Background: an optimization exercise with open tools, aiming at small area, a short achievable clock period and few clock cycles per item. Do not read the settings as production practice. The RTL was checked by simulation tests, not by an equivalence proof against the original design. No activity file was given, so power comes from the tool's default toggle rates.

==> flow/design.v (outline; a module is shown in full before it is edited, if it fits) <==
// module mult_diya_fp32: 1734 lines
// module mult_fa: 4 lines
// module mult_fa1: 4 lines
// module mult_ha: 4 lines
// module g_a22o: 3 lines
// module g_and2: 3 lines
// module g_and3: 3 lines
// module g_aoi21: 3 lines
// module g_inv: 3 lines
// module g_mux2i: 3 lines
// module g_nand2: 3 lines
// module g_nand3: 3 lines
// module g_nand4: 3 lines
// module g_nor2: 3 lines
// module g_nor3: 3 lines
// module g_o21bai: 3 lines
// module g_oai21: 3 lines
// module g_xnor2: 3 lines
// module g_xor2: 3 lines
module mult_diya_fp32 (
   input  logic        clk,
   input  logic        nRST,
   input  logic        valid_in,
   input  logic [31:0] data1,
   input  logic [31:0] data2,
   output logic [31:0] result,
   output logic        valid_out
);
  // ...
==> flow/flow/run.sh <==
#!/bin/bash
# Standard layout with two changes to how it is built:
#  * plain buffers (instead of the default delay-cell buffers) on the ports;
#    every port still gets its own buffer;
#  * clock tree synthesis without dummy balancing loads.
set -euo pipefail
export BUFFER_PORTS_ARGS="-buffer_cell sky130_fd_sc_hd__buf_2"
export CTS_ARGS="-sink_clustering_enable -repair_clock_nets -buf_list sky130_fd_sc_hd__clkbuf_8 -sink_clustering_size 30 -dont_use_dummy_load"
bash standard.sh > standard.log 2>&1
==> flow/standard.sh <==
#!/bin/bash
# synth_recipe.tcl (not shown) runs the flow's synth.tcl, then flattens the netlist and writes it again
# the make line also repeats each setting of config.mk as NAME=value (left out here)
make -C /OpenROAD-flow-scripts/flow DESIGN_CONFIG=/design/flow/config.mk WORK_HOME=/design/flow/orfs CLKGATE_MAP_FILE= SYNTH_SCRIPT=/design/flow/synth_recipe.tcl "${@:-finish}"
==> flow/config.mk <==
export PLATFORM = sky130hd
export DESIGN_NAME = mult_diya_fp32
export DESIGN_NICKNAME = mult_diya_fp32
export VERILOG_FILES = /design/flow/design.v
export SDC_FILE = /design/flow/constraint.sdc
export NUM_CORES = 4
export LEC_CHECK = 0
export CAP_MARGIN = 20
export CORE_MARGIN = 2
export CORE_UTILIZATION = 65
export CTS_BUF_LIST = sky130_fd_sc_hd__clkbuf_8
export CTS_CLUSTER_SIZE = 30
export SLEW_MARGIN = 60
export SYNTH_HIERARCHICAL = 1
export SYNTH_MINIMUM_KEEP_SIZE = 0
==> flow/constraint.sdc <==
create_clock -name core_clock -period 14.0 [get_ports {clk}]
set_input_delay 2.8000 -clock core_clock [delete_from_list [all_inputs] [get_ports {clk}]]
set_output_delay 2.8000 -clock core_clock [all_outputs]
set_load 0.01 [all_outputs]
==> reports/results.ini, run 1 <==
[status]
outcome=no timing/DRC/antenna violations

[detailed_routing]
highest_layer=met5
drtIter0Drc=1759

[final_layout]
multiInputGateArea_um2=15660
post-route-util_pct=70.88
buf_share_pct=3.994
final_nets=2688
largest_class=multi-input combinational cells
antennaDiodeCount=0
multi_input_area_share_pct=67.75

[power]
vdd_drop_max_uv=187.9
leakage_nw=9.371
switchingPower_mw=2.466

[worst_setup_path]
crit_arrival_ps=1080
crit_chain=buf_2
cp-start-kind=flip-flop
r2r_end=r2_cv[27]
reg2reg_from=r1_one[3]

[worst_hold_path]
hold_class=flip-flop to flip-flop

[cts]
clkSlewWorstSetupHoldPaths_ps=60
cts-root-buf=clkbuf_8
cts_buffer_depth=3

[sta]
skew_ps=20.67
max_freq_mhz=258.0
hold_ws_ps=310.4
period_share_pct=27.69

[synth]
netlist_area_um2=21580

[die]
initial_utilization_pct=66.17
pin_count=100

[place]
io_buffer_count=99

[global_routing]
grt_pass1_wl_mm=91.29

[run]
drv_cap=0

Testbench counts, summed over its fixed seeds: cycles 16,024, items 16,000.
==> run 2, diff against run 1 <==
--- a/flow/config.mk
+++ b/flow/config.mk
@@ -7,7 +7,7 @@
 export LEC_CHECK = 0
 export CAP_MARGIN = 20
 export CORE_MARGIN = 2
-export CORE_UTILIZATION = 65
+export CORE_UTILIZATION = 72
 export CTS_BUF_LIST = sky130_fd_sc_hd__clkbuf_8
 export CTS_CLUSTER_SIZE = 30
 export SLEW_MARGIN = 60
==> reports/results.ini, run 2 <==
[cts]
cts-root-buf=clkbuf_8  ; unchanged
cts_sinks=241  ; unchanged
postCtsSetupBuffers=0  ; unchanged
post_cts_resized=0  ; unchanged
cts_buffers=40  ; was 41
clkSlewWorstSetupHoldPaths_ps=60  ; about the same
cts_tree=built  ; unchanged
cts_buffer_depth=3  ; unchanged
clk_latency_ps=550  ; was 560 ps
htreeDepth=2  ; unchanged
ctsHoldBuffers=0  ; unchanged

[worst_hold_path]
hp-start=r1_nan  ; unchanged
min_delay_worst_endpoint=r2_nan  ; unchanged
hold_class=flip-flop to flip-flop  ; unchanged
hold_depth=0  ; unchanged

[place]
io_buffer_count=99  ; unchanged
place_ws_ps=9487  ; was 9626 ps
post-dp-hpwl_mm=39.57  ; was 39.05 mm
dpl_cell_area_um2=22410  ; was 22540 um2
post-place-cells=2636  ; was 2702
place.gp.congestion=0.8950  ; was 0.9246

[worst_setup_path]
reg2reg_depth=7  ; unchanged
cp-end-kind=flip-flop  ; was output pin
r2r_end=r2_cv[28]  ; was r2_cv[27]
r2r_setup_slack_ps=10140  ; was 10270 ps
required_ps=14440  ; was 11200 ps
crit_arrival_ps=4380  ; was 1080 ps
reg2reg_from=r1_neg[3]  ; was r1_one[3]
worstSetupPathType=primary input to flip-flop  ; was flip-flop to output pin
cp-start-kind=primary input  ; was flip-flop
cp_max_fo=6  ; was 1

[global_routing]
grt_max_degree=32  ; unchanged
grt_pass1_vias=18090  ; was 17380
gr-total-overflow=0  ; unchanged
antenna_found_initial=0  ; was 1
grt_usage_pct=37.36  ; was 34.07%
grt_pass1_wl_mm=91.38  ; was 91.29 mm

[power]
p_total_mw=5.369  ; was 5.343 mW
vdd_drop_max_uv=240.8  ; was 187.9 uV
leakage_nw=9.303  ; was 9.371 nW
p_per_area_nw_per_um2=233.7  ; was 231.1 nW/um2

[final_layout]
final_nets=2673  ; was 2688
instances_no_fill=2676  ; was 2743
final_area_um2=22970  ; was 23120 um2
drive_gt1_share_pct=11.24  ; was 11.30%
syn_to_final_growth_pct=6.429  ; was 7.119%
post-route-util_pct=77.71  ; was 70.88%
antennaDiodeCount=0  ; unchanged
layout_commonest_cell=xnor2_1  ; unchanged
multiInputGateArea_um2=15670  ; was 15660 um2
largestRegisters=r2_cv: 36 flops, r2_sv: 36 flops, r4_res: 32 flops  ; unchanged
nFillCells=2043  ; was 2489
ff_latch_area_um2=4892  ; was 4860 um2
final_cell_mix=xnor2_1, a22oi_1, fa_1  ; unchanged

[detailed_routing]
totalWireLength_mm=57.54  ; was 57.27 mm
ant_nets=0  ; unchanged
via_per_inst=6.435  ; was 6.213
wire_per_inst_um=21.50  ; was 20.88 um
detail_route.first_pass.iterations=7  ; was 8
drc=0  ; unchanged
vias=17220  ; was 17040
drtIter0Drc=1789  ; was 1759

[die]
initial_utilization_pct=73.02  ; was 66.17%
die_w_um=177.1  ; was 186.2 um
core_region_area_um2=29560  ; was 32620 um2
dieArea_um2=31380  ; was 34680 um2
pin_count=100  ; unchanged
row_count=63  ; was 66
dieHeight_um=177.1  ; was 186.2 um

[sta]
fin_tns_setup_ps=0  ; unchanged
tightest_slew_ps=617.8  ; was 613.8 ps
skew_ps=52.66  ; was 20.67 ps
rsz0062_at_grt=false  ; unchanged
setup_ws_ps=10060  ; was 10120 ps
period_needed_ps=3939  ; was 3876 ps
drv_slew=0  ; unchanged
relSlewSlack_pct=58.81  ; was 59.08%
max_freq_mhz=253.8  ; was 258.0 MHz
hold_ws_ps=328.9  ; was 310.4 ps
hold_viol=0  ; unchanged
period_share_pct=28.14  ; was 27.69%
finalSetupViolations=0  ; unchanged

[status]
outcome=no timing/DRC/antenna violations  ; unchanged

[run]
drv_cap=0  ; unchanged

[synth]
synth_area_per_cell_um2=9.618  ; unchanged
yosys_warnings=7  ; unchanged
synth_nets=2629  ; unchanged
syn_inst=2244  ; unchanged
netlist_area_um2=21580  ; unchanged

-- run 2: area by class of cell --
type                            instances  area share, %
Multi-Input combinational cell       1715          68.20
Sequential cell                       241          21.30
Timing Repair Buffer                  142          3.562
Inverter                              148          2.418
Clock buffer                           40          2.397
Tap cell                              390          2.124
-- run 2: metal layers --
metal | part of all wire, % | vias to the layer above | wire length, um | global-route usage (%)
met5 | 0 | - | 0 | 0
met4 | 4.2 | 0 | 2412 | 16.36
met3 | 13 | 230 | 7403 | 12.67
met2 | 45 | 1160 | 26020 | 59.40
met1 | 38 | 8227 | 21710 | 46.34
li1 | - | 7602 | - | -
-- run 2: critical path, stage by stage --
cell	delay, ps
buf_2	140
nor4_1	480
nand4_1	140
nor2_1	220
a22o_1	220
o22ai_1	100
a32o_1	270
-- run 2: how the worst max path moves through the flow --
stage,start,slack [ps],endpoint,depth (start not counted)
after floorplan,data2[24],10050,r1_s,6
after global routing,data2[1],10010,r1_s,7
after detailed placement,data2[1],9490,r1_s,7
after CTS,data2[1],10060,r1_s,7
after global placement,data2[1],9520,r1_s,7
final,data2[1],10060,r1_s,7
-- run 2: power by group --
part           switching, mW  internal (mW)
clock network          0.239          0.251
registers              0.223          0.996
logic                   2.03           1.63
total                   2.50           2.87

-- what the ideal ports hide --
How much do the figures lean on ideal ports? The routed layouts below were timed once more, with nothing changed but the port constraints.
Step 1 (the two cells are an assumption about what drives the block):
set clk [get_ports {clk}]
set_driving_cell -lib_cell sky130_fd_sc_hd__clkbuf_16 $clk
set_driving_cell -lib_cell sky130_fd_sc_hd__buf_2 [delete_from_list [all_inputs] $clk]
Step 2, shift: input delay + t, output delay - t, t = (earliest + latest rising clock arrival at the registers) / 2. This alone moves slack from input paths to output paths.
Slacks: no drivers / after step 1 / after step 2; pairs: no drivers / after step 1.
run	t (ns)	slack for setup (ns)	hold slack, ns	slew at the worst register clock pin (ns)	pins driven straight from the clock port
run 1	0.601	10.124 / 10.072 / 9.566	0.310 / 0.310 / 0.310	0.06 / 0.06	1
run 2	0.575	10.061 / 10.093 / 9.519	0.329 / 0.329 / 0.329	0.06 / 0.06	1
After both steps every run listed still meets setup and hold. For run 1, which loses most, drivers alone change the setup slack by -0.052 ns; drivers and shift together by -0.558 ns.
